This is an optimization exercise on Yosys and OpenROAD, whose aim is small area, a short achievable clock period and few clock cycles per item, not a production implementation. No run shown here included a check of the RTL's function; only the layout flow was run. Power figures rest on the tool's default switching activity, not on a simulated workload.

### flow/run.sh
#!/bin/bash
# synth_recipe.tcl (not shown) runs the flow's synth.tcl, then flattens the netlist and writes it again
# the make line also repeats each setting of config.mk as NAME=value (left out here)
make -C /OpenROAD-flow-scripts/flow DESIGN_CONFIG=/design/flow/config.mk WORK_HOME=/design/flow/orfs CLKGATE_MAP_FILE= SYNTH_SCRIPT=/design/flow/synth_recipe.tcl finish
### flow/config.mk
export PLATFORM = sky130hd
export DESIGN_NAME = sme_top
export DESIGN_NICKNAME = sme_top
export VERILOG_FILES = /design/flow/design.v
export SDC_FILE = /design/flow/constraint.sdc
export NUM_CORES = 4
export LEC_CHECK = 0
export ABC_CLOCK_PERIOD_IN_PS = 2500
export CAP_MARGIN = 20
export CORE_MARGIN = 2
export CORE_UTILIZATION = 40
export SETUP_SLACK_MARGIN = 5
export SLEW_MARGIN = 20
### flow/design.v
`timescale 1ns/10ps
package sme_pkg;
    localparam int STR_LEN = 32;
    localparam int PTN_LEN = 8;
    typedef logic [7:0] char_t;
    localparam char_t CHR_START = 8'h5E;    
    localparam char_t CHR_END   = 8'h24;    
    localparam char_t CHR_ANY   = 8'h2E;    
    localparam char_t CHR_SPACE = 8'h20;
    typedef logic [5:0] str_len_t;
    typedef logic [3:0] ptn_len_t;
    typedef logic [5:0] pos_t;
    typedef struct packed {
        char_t [STR_LEN-1:0] chars;
        str_len_t            len;
    } string_image_t;
    typedef struct packed {
        char_t [PTN_LEN-1:0] chars;
        ptn_len_t            len;
    } pattern_image_t;
    typedef struct packed {
        logic found;
        pos_t offset;
    } scan_result_t;
endpackage
`timescale 1ns/10ps
`timescale 1ns/10ps
`timescale 1ns/10ps
`timescale 1ns/10ps
`timescale 1ns/10ps
`timescale 1ns/10ps
module sme_top (
    input  logic           clk,
    input  logic           rst_n,
    input  sme_pkg::char_t chardata,
    input  logic           isstring,
    input  logic           ispattern,
    output logic           out_valid,
    output logic           match,
    output logic [4:0]     match_index
);
    localparam int NS = 34;    
    logic       isstring_d, ispattern_d;
    logic [4:0] len_q;                       
    sme_pkg::char_t chars_q [0:31];          
    logic [NS-1:0] m_q;                      
    logic [4:0] c_q;                         
    logic           ip_q, is_q;
    sme_pkg::char_t cd_q;
    always_ff @(posedge clk or negedge rst_n) begin
        if (!rst_n) begin
            ip_q <= 1'b0;
            is_q <= 1'b0;
        end else begin
            ip_q <= ispattern;
            is_q <= isstring;
        end
    end
    always_ff @(posedge clk) cd_q <= chardata;
    wire first = ~ispattern_d;
    wire is_dot  = (cd_q == sme_pkg::CHR_ANY);
    wire is_car  = (cd_q == sme_pkg::CHR_START);
    wire is_dol  = (cd_q == sme_pkg::CHR_END);
    wire is_anc  = is_car | is_dol;
    logic [5:0]  len6;
    logic [31:0] valid;         
    assign len6 = {len_q == 5'd0, len_q};
    always_comb begin
        for (int i = 0; i < 32; i++) valid[i] = (len6 >= 6'(32 - i));
    end
    logic [NS-1:0] ok;
    always_comb begin
        ok[0] = valid[0] & first & is_car;
        for (int i = 0; i < 32; i++) begin
            logic eq, sp, st;
            eq = (chars_q[i] == cd_q);
            sp = (chars_q[i] == sme_pkg::CHR_SPACE);
            st = (i == 31) ? 1'b0 : (~valid[i] & valid[i+1]);
            if (valid[i]) ok[i+1] = is_dot | (is_anc ? sp : eq);
            else          ok[i+1] = st & first & is_car;
        end
        ok[NS-1] = is_dol;
    end
    logic [NS-1:0] m_next;
    always_comb begin
        m_next[0] = ok[0];
        for (int s = 1; s < NS; s++) m_next[s] = ok[s] & (first | m_q[s-1]);
    end
    always_ff @(posedge clk or negedge rst_n) begin
        if (!rst_n) begin
            isstring_d  <= 1'b0;
            ispattern_d <= 1'b0;
        end else begin
            isstring_d  <= is_q;
            ispattern_d <= ip_q;
        end
    end
    always_ff @(posedge clk) begin
        if (is_q) begin
            for (int i = 0; i < 31; i++) chars_q[i] <= chars_q[i+1];
            chars_q[31] <= cd_q;
            len_q <= isstring_d ? len_q + 5'd1 : 5'd1;
        end
    end
    always_ff @(posedge clk) begin
        m_q <= m_next;
        c_q <= first ? (len_q - 5'd1 + {4'd0, is_car}) : (c_q - 5'd1);
    end
    logic       found;
    logic [4:0] enc;
    always_comb begin
        found = |m_q;
        enc   = '0;
        for (int s = NS-1; s >= 0; s--) if (m_q[s]) enc = 5'(s);
    end
    wire done = ispattern_d & ~ip_q;
    always_ff @(posedge clk or negedge rst_n) begin
        if (!rst_n) begin
            out_valid   <= 1'b0;
            match       <= 1'b0;
            match_index <= '0;
        end else begin
            out_valid   <= done;
            match       <= done & found;
            match_index <= (done & found) ? enc + c_q : 5'd0;
        end
    end
endmodule
### flow/constraint.sdc
create_clock -name core_clock -period 8.0 [get_ports {clk}]
set_input_delay 1.6000 -clock core_clock [delete_from_list [all_inputs] [get_ports {clk}]]
set_output_delay 1.6000 -clock core_clock [all_outputs]
set_load 0.01 [all_outputs]
==> reports/qor.yml, run 1 <==
coreArea_um2: 37500
drc: 0
start_util: 0.404
numPortBuffers: 18
rrSetupSlack_ps: 5030
rsz0062_at_grt: "true"
nNetsFinal: 1306
syn2layout_area_growth_pct: 15.5
globalRouteMet2Util: 0.338
ant_nets: 0
via_count: 10689
gr-total-overflow: 0
required_ps: 8450
max_freq_mhz: 337
row_count: 71
syn_nets: 1279
holdWs_ps: 382
use_met1: 0.307
path_max_fanout: 16
crit_arrival_ps: 3410
yosys_most_used_dff: "edfxtp_1"
die_x_um: 199
cpMostUsedCell: "or3_1"
p_per_area_nw_per_um2: 235
hold_violations: 0
place.gp.congestion: 0.937
async_reset_ff_frac: 0.0345
critPathTopFamily: "simple AND/OR/NAND/NOR gates"
die_h_um: 199
synth_area_per_cell_um2: 12.1
utilization: 0.467
crit_chain: "inv_1 -> or3_1 -> or2_2 -> or3_1 -> o31ai_1 -> a21oi_1 -> o21ai_1"
instances_no_fill: 1819
slew_violations: 0
antenna_found_initial: 0
htreeDepth: 2
met3_usage: 0.0380
dp.cells: 1737
clk-insertion-delay-late_ps: 520
crit_path_end_kind: "flop"
synth-edff-count: 261
reg2regPathDepth: 7
timing.rr.end: "m_q[15]"
multi_input_area_um2: 5810
fill_cells: 3426
grt_pass1_wl_mm: 64.2
track_usage: 0.217
critPathSlowestCell: "dfxtp_1"
wl_per_cell_um: 23.4
drt_iter0_markers: 1197
min_path_cells: 0
finClkSkew_ps: 7.04
cts-buffers-inserted: 36
cts-root-buf: "clkbuf_16"
cts_tree: "built"
startpoint_type: "flop"
p_leak_nw: 5.86
synth_seq_cells: 319
period_needed_ps: 2970
dr.pass1.iters: 6
tns_ps: 0
vias_per_cell: 5.88
worstMarginPinSlew_ps: 1040
cts.path.max_buffers: 3
maxSlewHeadroom: 0.306
dieArea_um2: 39500
cts_sinks: 319
peakVddDrop_v: 0.000120
io_pins: 19
setup-violations-final: 0
yosys.cell_types.count: 80
syn_inst: 1254
holdCritPathClass: "flop to flop"
hold_path.startpoint: "ip_q"
wirelength_mm: 42.6
ys_seq_area_frac: 0.597
fin_crit_sh: 0.371
drv_cap: 0
grt_max_degree: 75
hold_buffers: 0
syn_area_um2: 15200
clk_pin_slew_worst_paths_ps: 60
setup.worst_path.class: "flop to flop"
diodes: 0
hpwl_mm: 28.0
r2r-start: "cd_q[2]"
drive_gt1_frac: 0.119
cp_slowest_stage_delay_ps: 690
grt_busiest_layer: "met2"
cp_num_buf_inv: 1
ys_warn_count: 2
worstHoldEndpoint: "ispattern_d"
grt_pass1_vias: 10357
seq_area_um2: 9070
status: "finished clean"
through the flow:
step	setup WS [ps]	instance area, um^2	power (mW)
global placement	4540	15800	2.38
CTS	5010	17300	4.12
global route	4910	17500	4.24
floorplan	5290	15200	2.25
finish	5030	17500	4.11
detailed placement	4470	15800	2.39
cell usage in the layout, fill, tap and decap left out, types with 9 or more instances in the layout:
master | synthesis | routed
nor3_1 | 45 | 43
clkbuf_16 | 0 | 40
o22ai_1 | 16 | 16
inv_1 | 27 | 26
o32ai_1 | 18 | 18
dfxtp_1 | 47 | 36
nor3b_1 | 20 | 20
nor4_1 | 20 | 15
xnor2_1 | 114 | 114
a31oi_1 | 42 | 42
edfxtp_1 | 261 | 261
nand4_1 | 14 | 14
buf_4 | 3 | 28
a21oi_1 | 71 | 69
nand3_1 | 18 | 18
nor2_1 | 63 | 61
a21o_1 | 9 | 9
dfxtp_2 | 0 | 10
nand3b_1 | 14 | 14
a221oi_1 | 12 | 10
o21ai_0 | 68 | 67
ha_1 | 12 | 10
nand2_1 | 63 | 63
clkdlybuf4s50_1 | 0 | 16
xor2_1 | 74 | 74
dfrtp_1 | 11 | 10
layout make-up:
class / instances / area share
sequential: 319 / 0.518
multi-input combinational: 835 / 0.332
clock buffer: 48 / 0.0600
tap: 511 / 0.0365
timing repair buffer: 59 / 0.0359
clock inverter: 17 / 0.0110
inverter: 30 / 0.00643
power breakdown:
group	total (mW)	internal (mW)	leakage (nW)	switching, mW
Clock	1.73	1.05	0.609	0.680
Combinational	0.374	0.152	2.17	0.222
Sequential	2.00	1.90	3.08	0.0966
routing by layer:
metal,share of wire,wire length (um)
met5,0,0
met4,0.032,1360
met3,0.082,3500
met2,0.45,19000
met1,0.44,18700
flip-flops by register name, indices dropped and copies added (netlist names):
name         count
is_q             1
match_index      5
match            1
c_q              5
m_q             34
ip_q             1
len_q            5
chars_q        256
cd_q             8
isstring_d       1
out_valid        1
ispattern_d      1
synth_stat cells, types with 14 or more instances:
library cell	number	area, um^2
a21oi_1	71	355
a31oi_1	42	263
buf_1	14	52.6
buf_2	16	80.1
clkbuf_1	30	113
dfxtp_1	47	941
edfxtp_1	261	7840
inv_1	27	101
nand2_1	63	236
nand3_1	18	90.1
nand3b_1	14	105
nand4_1	14	87.6
nor2_1	63	236
nor3_1	45	225
nor3b_1	20	150
nor4_1	20	125
o21ai_0	68	340
o22ai_1	16	100
o32ai_1	18	158
xnor2_1	114	998
xor2_1	74	648
logic make-up after synthesis:
kind of cell,synth area share
AOI/OAI and AO/OA,0.138
xor gates and xnor gates,0.109
adders and majority gates,0.0112
buffers and inverters,0.0303
DFF,0.597
muxes,0.00471
and+or+nand+nor,0.109
worst max-delay path by stage:
| stage | end | startpoint | cells past startpoint |
|---|---|---|---|
| after floorplan | m_q[7] | len_q[1] | 11 |
| after detailed placement | m_q[7] | len_q[1] | 9 |
| after global routing | m_q[7] | len_q[0] | 9 |
| after CTS | m_q[20] | cd_q[1] | 8 |
| after global placement | m_q[7] | len_q[1] | 9 |
| final | m_q[15] | cd_q[2] | 7 |
timing repair:
| action | 4_1_cts | 5_1_grt |
|---|---|---|
| resized for setup | 34 | 47 |
| setup buffers | 4 | 12 |
| pin swaps | 2 | 13 |
| setup endpoints to repair | 34 | 21 |
| cloned | 1 | 0 |
==> inputs of run 2 (changes only) <==
--- a/flow/design.v
+++ b/flow/design.v
@@ -47,18 +47,6 @@
     logic [4:0] c_q;                         
-    logic           ip_q, is_q;
-    sme_pkg::char_t cd_q;
-    always_ff @(posedge clk or negedge rst_n) begin
-        if (!rst_n) begin
-            ip_q <= 1'b0;
-            is_q <= 1'b0;
-        end else begin
-            ip_q <= ispattern;
-            is_q <= isstring;
-        end
-    end
-    always_ff @(posedge clk) cd_q <= chardata;
     wire first = ~ispattern_d;
-    wire is_dot  = (cd_q == sme_pkg::CHR_ANY);
-    wire is_car  = (cd_q == sme_pkg::CHR_START);
-    wire is_dol  = (cd_q == sme_pkg::CHR_END);
+    wire is_dot  = (chardata == sme_pkg::CHR_ANY);
+    wire is_car  = (chardata == sme_pkg::CHR_START);
+    wire is_dol  = (chardata == sme_pkg::CHR_END);
     wire is_anc  = is_car | is_dol;
@@ -75,3 +63,3 @@
             logic eq, sp, st;
-            eq = (chars_q[i] == cd_q);
+            eq = (chars_q[i] == chardata);
             sp = (chars_q[i] == sme_pkg::CHR_SPACE);
@@ -93,4 +81,4 @@
         end else begin
-            isstring_d  <= is_q;
-            ispattern_d <= ip_q;
+            isstring_d  <= isstring;
+            ispattern_d <= ispattern;
         end
@@ -98,5 +86,5 @@
     always_ff @(posedge clk) begin
-        if (is_q) begin
+        if (isstring) begin
             for (int i = 0; i < 31; i++) chars_q[i] <= chars_q[i+1];
-            chars_q[31] <= cd_q;
+            chars_q[31] <= chardata;
             len_q <= isstring_d ? len_q + 5'd1 : 5'd1;
@@ -115,3 +103,3 @@
     end
-    wire done = ispattern_d & ~ip_q;
+    wire done = ispattern_d & ~ispattern;
     always_ff @(posedge clk or negedge rst_n) begin
--- a/flow/config.mk
+++ b/flow/config.mk
@@ -7,3 +7,2 @@
 export LEC_CHECK = 0
-export ABC_CLOCK_PERIOD_IN_PS = 2500
 export CAP_MARGIN = 20
@@ -11,3 +10,2 @@
 export CORE_UTILIZATION = 40
-export SETUP_SLACK_MARGIN = 5
 export SLEW_MARGIN = 20
==> run 2 against run 1 <==
  * Area after synthesis down 2.6%
  * Via count down 4.3%
  * Final area down 5.2%
==> reports/qor.yml, run 2 <==
status: "finished clean"  # unchanged
grt_pass1_wl_mm: 62.1  # was 64.2 mm
wl_per_cell_um: 24.1  # was 23.4 um
r2r-start: "m_q[30]"  # was cd_q[2]
crit_start: "chardata[5]"  # was cd_q[2]
place.gp.congestion: 0.931  # was 0.937
cts_tree: "built"  # unchanged
wirelength_mm: 41.3  # was 42.6 mm
die_x_um: 196  # was 199 um
die_h_um: 196  # was 199 um
cts.path.max_buffers: 3  # unchanged
synth_common_cells: "edfxtp_1, xnor2_1, xor2_1"  # unchanged
io_pins: 19  # unchanged
reg2regPathDepth: 12  # was 7
tns_ps: 0  # unchanged
drv_cap: 0  # unchanged
yosysTopAreaCell: "edfxtp_1"  # unchanged
maxSlewHeadroom: 0.241  # was 0.306
cts-root-buf: "clkbuf_16"  # unchanged
largest_register: "chars_q"  # unchanged
startpoint_type: "input port"  # was flop
rrSetupSlack_ps: 4380  # was 5030 ps
drive_gt1_frac: 0.0771  # was 0.119
crit_path_end_kind: "flop"  # unchanged
ys_seq_area_frac: 0.599  # was 0.597
max_freq_mhz: 199  # was 337 MHz
setup-violations-final: 0  # unchanged
dr.pass1.iters: 6  # unchanged
path_max_fanout: 18  # was 16
power_mw: 4.07  # was 4.11 mW
hold_buffers: 0  # unchanged
yosysTopAreaCellShare: 0.531  # was 0.517
gr-total-overflow: 0  # unchanged
yosys_most_used_dff: "edfxtp_1"  # unchanged
required_ps: 8440  # was 8450 ps
synth_seq_cells: 309  # was 319
utilization: 0.456  # was 0.467
yosysMostFrequentCell: "edfxtp_1"  # unchanged
critPathSlowestCell: "clkdlybuf4s50_1"  # was dfxtp_1
vias_per_cell: 5.97  # was 5.88
grt_max_degree: 133  # was 75
clk_pin_slew_worst_paths_ps: 70  # was 60 ps
rsz0062_at_grt: "false"  # was true
syn2layout_area_growth_pct: 12.5  # was 15.5%
p_per_area_nw_per_um2: 245  # was 235 nW/um^2
setup.worst_path.class: "input port to flop"  # was flop to flop
timing.rr.end: "match_index[3]"  # was m_q[15]
postCtsSetupBuffers: 0  # was 4
finClkSkew_ps: 23.9  # was 7.04 ps
syn_area_um2: 14800  # was 15200 um^2
diodes: 0  # unchanged
holdCritPathClass: "flop to flop"  # unchanged
worstMarginPinSlew_ps: 1140  # was 1040 ps
clk-insertion-delay-late_ps: 530  # was 520 ps
synth-edff-count: 261  # unchanged
slew_violations: 0  # unchanged
top_regs: "chars_q x256, m_q x34"  # was chars_q x256, m_q x34, cd_q x8
track_usage: 0.214  # was 0.217
layout_common_cells: "edfxtp_1, xnor2_1, xor2_1, nor2_1, a21oi_1"  # was edfxtp_1, xnor2_1, xor2_1, a21oi_1, o21ai_0
coreArea_um2: 36400  # was 37500 um^2
drt_iter0_markers: 1177  # was 1197
yosys.cell_types.count: 71  # was 80
ant_nets: 0  # unchanged
period_needed_ps: 5040  # was 2970 ps
synth_area_leaders: "edfxtp_1, xnor2_1, xor2_1"  # was edfxtp_1, xnor2_1, dfxtp_1
hold_violations: 0  # unchanged
dieArea_um2: 38400  # was 39500 um^2
via_count: 10227  # was 10689
syn_inst: 1208  # was 1254
peakVddDrop_v: 0.000170  # was 0.000120 V
htreeDepth: 2  # unchanged
cts_sinks: 309  # was 319
synth_area_per_cell_um2: 12.2  # was 12.1 um^2
antenna_found_initial: 1  # was 0
mostFrequentLayoutCell: "edfxtp_1"  # unchanged
place_area_um2: 15400  # was 15800 um^2
syn_nets: 1233  # was 1279
largest_register_ffs: 256  # unchanged
ys_warn_count: 2  # unchanged
nNetsFinal: 1242  # was 1306
row_count: 70  # was 71
cts-buffers-inserted: 36  # unchanged
design_area_um2: 16600  # was 17500 um^2
hpwl_mm: 27.4  # was 28.0 mm
drc: 0  # unchanged
cp-endpoint: "m_q[8]"  # was m_q[15]
fin_crit_sh: 0.630  # was 0.371
cts-resized-gates: 0  # was 34
crit_chain: "clkdlybuf4s50_1 -> buf_4 -> or3_1 -> o22ai_1 -> nand2_1 -> o32ai_1 -> a31oi_1 -> o21ai_0"  # was inv_1 -> or3_1 -> or2_2 -> or3_1 -> o31ai_1 -> a21oi_1 -> o21ai_1
numPortBuffers: 18  # unchanged
p_leak_nw: 5.52  # was 5.86 nW
grt_pass1_vias: 9833  # was 10357
start_util: 0.405  # was 0.404
cp_slowest_stage_delay_ps: 810  # was 690 ps
async_reset_ff_frac: 0.0291  # was 0.0345
crit_arrival_ps: 5480  # was 3410 ps
[run 2: area by class of cell]
cell class / instances / area, um^2
fillers: 3324 / 19800
repair buffers: 38 / 320
well taps: 468 / 586
flip-flops and latches: 309 / 8840
multi-input cells: 804 / 5540
clock inverters: 15 / 219
clock buffers: 51 / 988
inverters: 28 / 105
[run 2: per-layer routing]
| metal | vias up | part of all wire | track usage |
|---|---|---|---|
| met4 | 2 | 0.035 | 0.0721 |
| met1 | 5041 | 0.43 | 0.302 |
| met2 | 498 | 0.45 | 0.331 |
| met5 | - | 0.00031 | 0 |
| li1 | 4591 | - | - |
| met3 | 95 | 0.085 | 0.0425 |
[run 2: per-stage QoR]
stage	hold WS, ps	setup WS (ps)	instances
detailed placement	456	2320	1646
global placement	442	2360	1646
CTS	464	2810	1712
global route	476	2730	1713
finish	466	2960	1713
floorplan	426	4120	1208
[run 2: critical path: cells and delay by family]
kind            cells  cell delay, ps
compound gates      4            1570
buf+inv             2            1240
simple gates        2            1050
[run 2: report_power, final]
part / internal, mW / switching, mW
Combinational: 0.159 / 0.249
Clock: 1.03 / 0.683
Sequential: 1.85 / 0.0887
Total: 3.04 / 1.02
[run 2: kinds of logic (layout without fill, tap and decap cells)]
| group | Yosys count | after routing | share of synthesized area |
|---|---|---|---|
| multiplexers | 5 | 5 | 0.00348 |
| XOR/XNOR | 211 | 211 | 0.125 |
| buffers and inverters | 95 | 132 | 0.0271 |
| adder cells (fa/ha/maj) | 13 | 13 | 0.0115 |
| AO/OA/AOI/OAI | 265 | 265 | 0.125 |
| AND/OR/NAND/NOR | 310 | 310 | 0.109 |
| flip-flops | 309 | 309 | 0.599 |
[run 2: how the worst min path moves through the flow]
stage | depth (start not counted) | start | end | slack (ps)
after detailed placement | 0 | chars_q[24][4] | chars_q[23][4] | 460
final | 0 | chars_q[22][3] | chars_q[21][3] | 470
after global placement | 0 | chars_q[30][5] | chars_q[29][5] | 440
after floorplan | 0 | chars_q[30][5] | chars_q[29][5] | 430
after global routing | 0 | chars_q[22][3] | chars_q[21][3] | 480
after CTS | 0 | chars_q[8][4] | chars_q[7][4] | 460
==> inputs of run 3 (changes only) <==
--- a/flow/config.mk
+++ b/flow/config.mk
@@ -7,2 +7,3 @@
 export LEC_CHECK = 0
+export ABC_CLOCK_PERIOD_IN_PS = 2500
 export CAP_MARGIN = 20
@@ -10,2 +11,3 @@
 export CORE_UTILIZATION = 40
+export SETUP_SLACK_MARGIN = 5
 export SLEW_MARGIN = 20
==> run 3 against run 2 <==
  * Synthesized cell count unchanged
  * Non-clock buffer count is 108 higher
  * Sequential power about the same
  * Largest power group unchanged
  * Highest routed layer is now met4
==> reports/qor.yml, run 3 <==
largest_register_ffs: 256  # unchanged
finClkSkew_ps: 14.3  # was 23.9 ps
htreeDepth: 2  # unchanged
ys_seq_area_frac: 0.599  # unchanged
synth_compound_area_frac: 0.125  # unchanged
synth.area.mux_share: 0.00348  # unchanged
cts_tree: "built"  # unchanged
cp_slowest_stage_delay_ps: 940  # was 810 ps
hold_violations: 0  # unchanged
yosys.cell_types.count: 71  # unchanged
max_freq_mhz: 278  # was 199 MHz
worstMarginPinSlew_ps: 1220  # was 1140 ps
numPortBuffers: 18  # unchanged
grt_max_degree: 150  # was 133
layout_common_cells: "edfxtp_1, xnor2_1, xor2_1, nor2_1, buf_4"  # was edfxtp_1, xnor2_1, xor2_1, nor2_1, a21oi_1
maxSlewHeadroom: 0.180  # was 0.241
largest_register: "chars_q"  # unchanged
cts.path.max_buffers: 3  # unchanged
drv_cap: 0  # unchanged
gr-total-overflow: 0  # unchanged
synthXorXnorAreaFrac: 0.125  # unchanged
status: "finished clean"  # unchanged
rrSetupSlack_ps: 4530  # was 4380 ps
diodes: 0  # unchanged
path_max_fanout: 5  # was 18
fill_cells: 3006  # was 3324
cts_sinks: 309  # unchanged
synthAdderAreaFrac: 0.0115  # unchanged
holdCritPathClass: "flop to flop"  # unchanged
track_usage: 0.247  # was 0.214
synth_area_leaders: "edfxtp_1, xnor2_1, xor2_1"  # unchanged
hpwl_mm: 26.8  # was 27.4 mm
power_mw: 4.21  # was 4.07 mW
fin_crit_sh: 0.450  # was 0.630
globalRouteMet2Util: 0.396  # was 0.331
mostFrequentLayoutCell: "edfxtp_1"  # unchanged
cts-root-buf: "clkbuf_16"  # unchanged
yosysTopAreaCellShare: 0.531  # unchanged
antenna_found_initial: 1  # unchanged
synth_top_family_by_area: "XOR/XNOR gates"  # unchanged
setup.worst_path.class: "input port to flop"  # unchanged
r2r-start: "len_q[1]"  # was m_q[30]
synth-simple-area-share: 0.109  # unchanged
worstHoldEndpoint: "chars_q[29][5]"  # was chars_q[21][3]
crit_arrival_ps: 4000  # was 5480 ps
io_pins: 19  # unchanged
yosys_most_used_dff: "edfxtp_1"  # unchanged
yosysTopAreaCell: "edfxtp_1"  # unchanged
drive_gt1_frac: 0.223  # was 0.0771
grt_busiest_layer: "met2"  # unchanged
crit_path_end_kind: "flop"  # unchanged
cts-buffers-inserted: 34  # was 36
yosysMostFrequentCell: "edfxtp_1"  # unchanged
place.gp.congestion: 0.904  # was 0.931
vias_per_cell: 6.24  # was 5.97
p_leak_nw: 6.58  # was 5.52 nW
ys_warn_count: 2  # unchanged
period_needed_ps: 3600  # was 5040 ps
coreArea_um2: 36400  # unchanged
tns_ps: 0  # unchanged
min_path_cells: 0  # unchanged
peakVddDrop_v: 0.000129  # was 0.000170 V
hold_path.startpoint: "chars_q[30][5]"  # was chars_q[22][3]
synth_seq_cells: 309  # unchanged
synth_common_cells: "edfxtp_1, xnor2_1, xor2_1"  # unchanged
grt_pass1_wl_mm: 70.4  # was 62.1 mm
p_per_area_nw_per_um2: 221  # was 245 nW/um^2
syn_inst: 1208  # unchanged
slew_violations: 0  # unchanged
clk_pin_slew_worst_paths_ps: 60  # was 70 ps
nNetsFinal: 1350  # was 1242
die_h_um: 196  # unchanged
use_met1: 0.319  # was 0.302
drt_iter0_markers: 1349  # was 1177
wirelength_mm: 48.7  # was 41.3 mm
syn2layout_area_growth_pct: 28.8  # was 12.5%
startpoint_type: "input port"  # unchanged
synth-edff-count: 261  # unchanged
top_regs: "chars_q x256, m_q x34"  # unchanged
row_count: 70  # unchanged
syn_nets: 1233  # unchanged
crit_chain: "buf_8 -> buf_12 -> buf_4 -> and4_1 -> a31oi_1 -> o32a_1 -> o31ai_1 -> o211ai_1 -> o31ai_1 -> and2_1"  # was clkdlybuf4s50_1 -> buf_4 -> or3_1 -> o22ai_1 -> nand2_1 -> o32ai_1 -> a31oi_1 -> o21ai_0
critPathSlowestCell: "a31oi_1"  # was clkdlybuf4s50_1
wl_per_cell_um: 26.8  # was 24.1 um
dieArea_um2: 38400  # unchanged
die_x_um: 196  # unchanged
timing.rr.end: "m_q[5]"  # was match_index[3]
clk-insertion-delay-late_ps: 520  # was 530 ps
grt_pass1_vias: 10967  # was 9833
ant_nets: 0  # unchanged
rsz0062_at_grt: "true"  # was false
syn_area_um2: 14800  # unchanged
reg2regPathDepth: 8  # was 12
start_util: 0.405  # unchanged
cpMostUsedCell: "o31ai_1"
setup-violations-final: 0  # unchanged
setup_ws_ps: 4400  # was 2960 ps
required_ps: 8410  # was 8440 ps
async_reset_ff_frac: 0.0291  # unchanged
via_count: 11344  # was 10227
place_ws_ps: 2570  # was 2320 ps
met3_usage: 0.0531  # was 0.0425
dr.pass1.iters: 9  # was 6
drc: 0  # unchanged
synth_area_per_cell_um2: 12.2  # unchanged
-- run 3: cell counts after synthesis --
Identical to the previous run, type by type.
-- run 3: critical path: cells and delay by family --
family	cells	cell delay (ps)
buf+inv	3	360
simple gates	2	450
compound gates	5	1590
-- run 3: what timing repair did --
action                                  4_1_cts  5_1_grt
buffers inserted                             79       15
pin swaps                                    66       48
cloned                                       13        0
endpoints found under the setup margin       48       39
resized for setup                           181       61
hold buffers                                  0        0
-- run 3: worst max path at each step --
stage | from | to | slack (ps) | depth (start not counted)
detailed placement | chardata[3] | m_q[2] | 2570 | 12
global placement | chardata[3] | m_q[2] | 2660 | 12
global route | chardata[0] | m_q[22] | 4390 | 9
finish | chardata[4] | m_q[22] | 4400 | 10
floorplan | chardata[1] | m_q[12] | 4200 | 11
CTS | chardata[1] | m_q[12] | 4530 | 9
-- run 3: area by class of cell --
class	instances	area (um^2)	area share
Clock buffer	47	1010	0.0533
Clock inverter	14	195	0.0103
Inverter	28	118	0.00619
Sequential cell	309	8850	0.466
Tap cell	468	586	0.0308
Timing Repair Buffer	146	1830	0.0961
Multi-Input combinational cell	806	6420	0.338
-- run 3: per-stage QoR --
| step | util | cell area [um^2] | hold WS [ps] | cells |
|---|---|---|---|---|
| global route | 0.522 | 19000 | 462 | 1818 |
| CTS | 0.508 | 18500 | 455 | 1803 |
| detailed placement | 0.423 | 15400 | 440 | 1650 |
| floorplan | - | 14800 | 426 | 1208 |
| finish | 0.522 | 19000 | 457 | 1818 |
| global placement | 0.423 | 15400 | 434 | 1650 |
-- run 3: report_power, final --
| group | leakage [nW] | total [mW] | internal (mW) | switching, mW |
|---|---|---|---|---|
| Clock | 0.595 | 1.70 | 1.05 | 0.657 |
| Combinational | 2.99 | 0.551 | 0.243 | 0.308 |
| Sequential | 2.99 | 1.95 | 1.85 | 0.0970 |
-- run 3: cells by family (layout without fill, tap and decap cells) --
| family | count (synthesis) | in the layout |
|---|---|---|
| AO/OA/AOI/OAI | 265 | 266 |
| XOR/XNOR | 211 | 211 |
| adder cells (fa/ha/maj) | 13 | 13 |
| buffers and inverters | 95 | 235 |
| flip-flops | 309 | 309 |
| multiplexers | 5 | 5 |
| AND/OR/NAND/NOR | 310 | 311 |
-- run 3: metal layers --
layer | share of wire | wire [um]
met1 | 0.38 | 18500
met2 | 0.45 | 22000
met4 | 0.063 | 3080
met5 | 0 | 0
met3 | 0.11 | 5120

==> separate check: timing with driven ports <==
In the flow no input, the clock included, has a driving cell. The finished layouts below were timed again as built, in two steps. Step 1 assumes that a clkbuf_16 drives the clock port and a buf_2 every other input. Step 2 also shifts input and output timing later by t, the mid clock arrival at the registers, as if the neighbouring blocks saw the same clock. Three values: ideal, step 1, step 2; two values: the first two.
run	t (ns)	setup WS [ns]	hold slack, ns	latest minus earliest clock arrival (ns)
run 1	0.567	5.034 / 4.989 / 5.034	0.382 / 0.382 / 0.382	0.008 / 0.009
run 2	0.574	2.964 / 2.997 / 2.423	0.466 / 0.466 / 0.466	0.024 / 0.024
run 3	0.567	4.403 / 4.406 / 3.840	0.457 / 0.457 / 0.457	0.015 / 0.015
After both steps setup and hold are still met in every run listed. For run 3, which loses most, drivers alone change the setup slack by +0.003 ns; drivers and shift together by -0.563 ns.
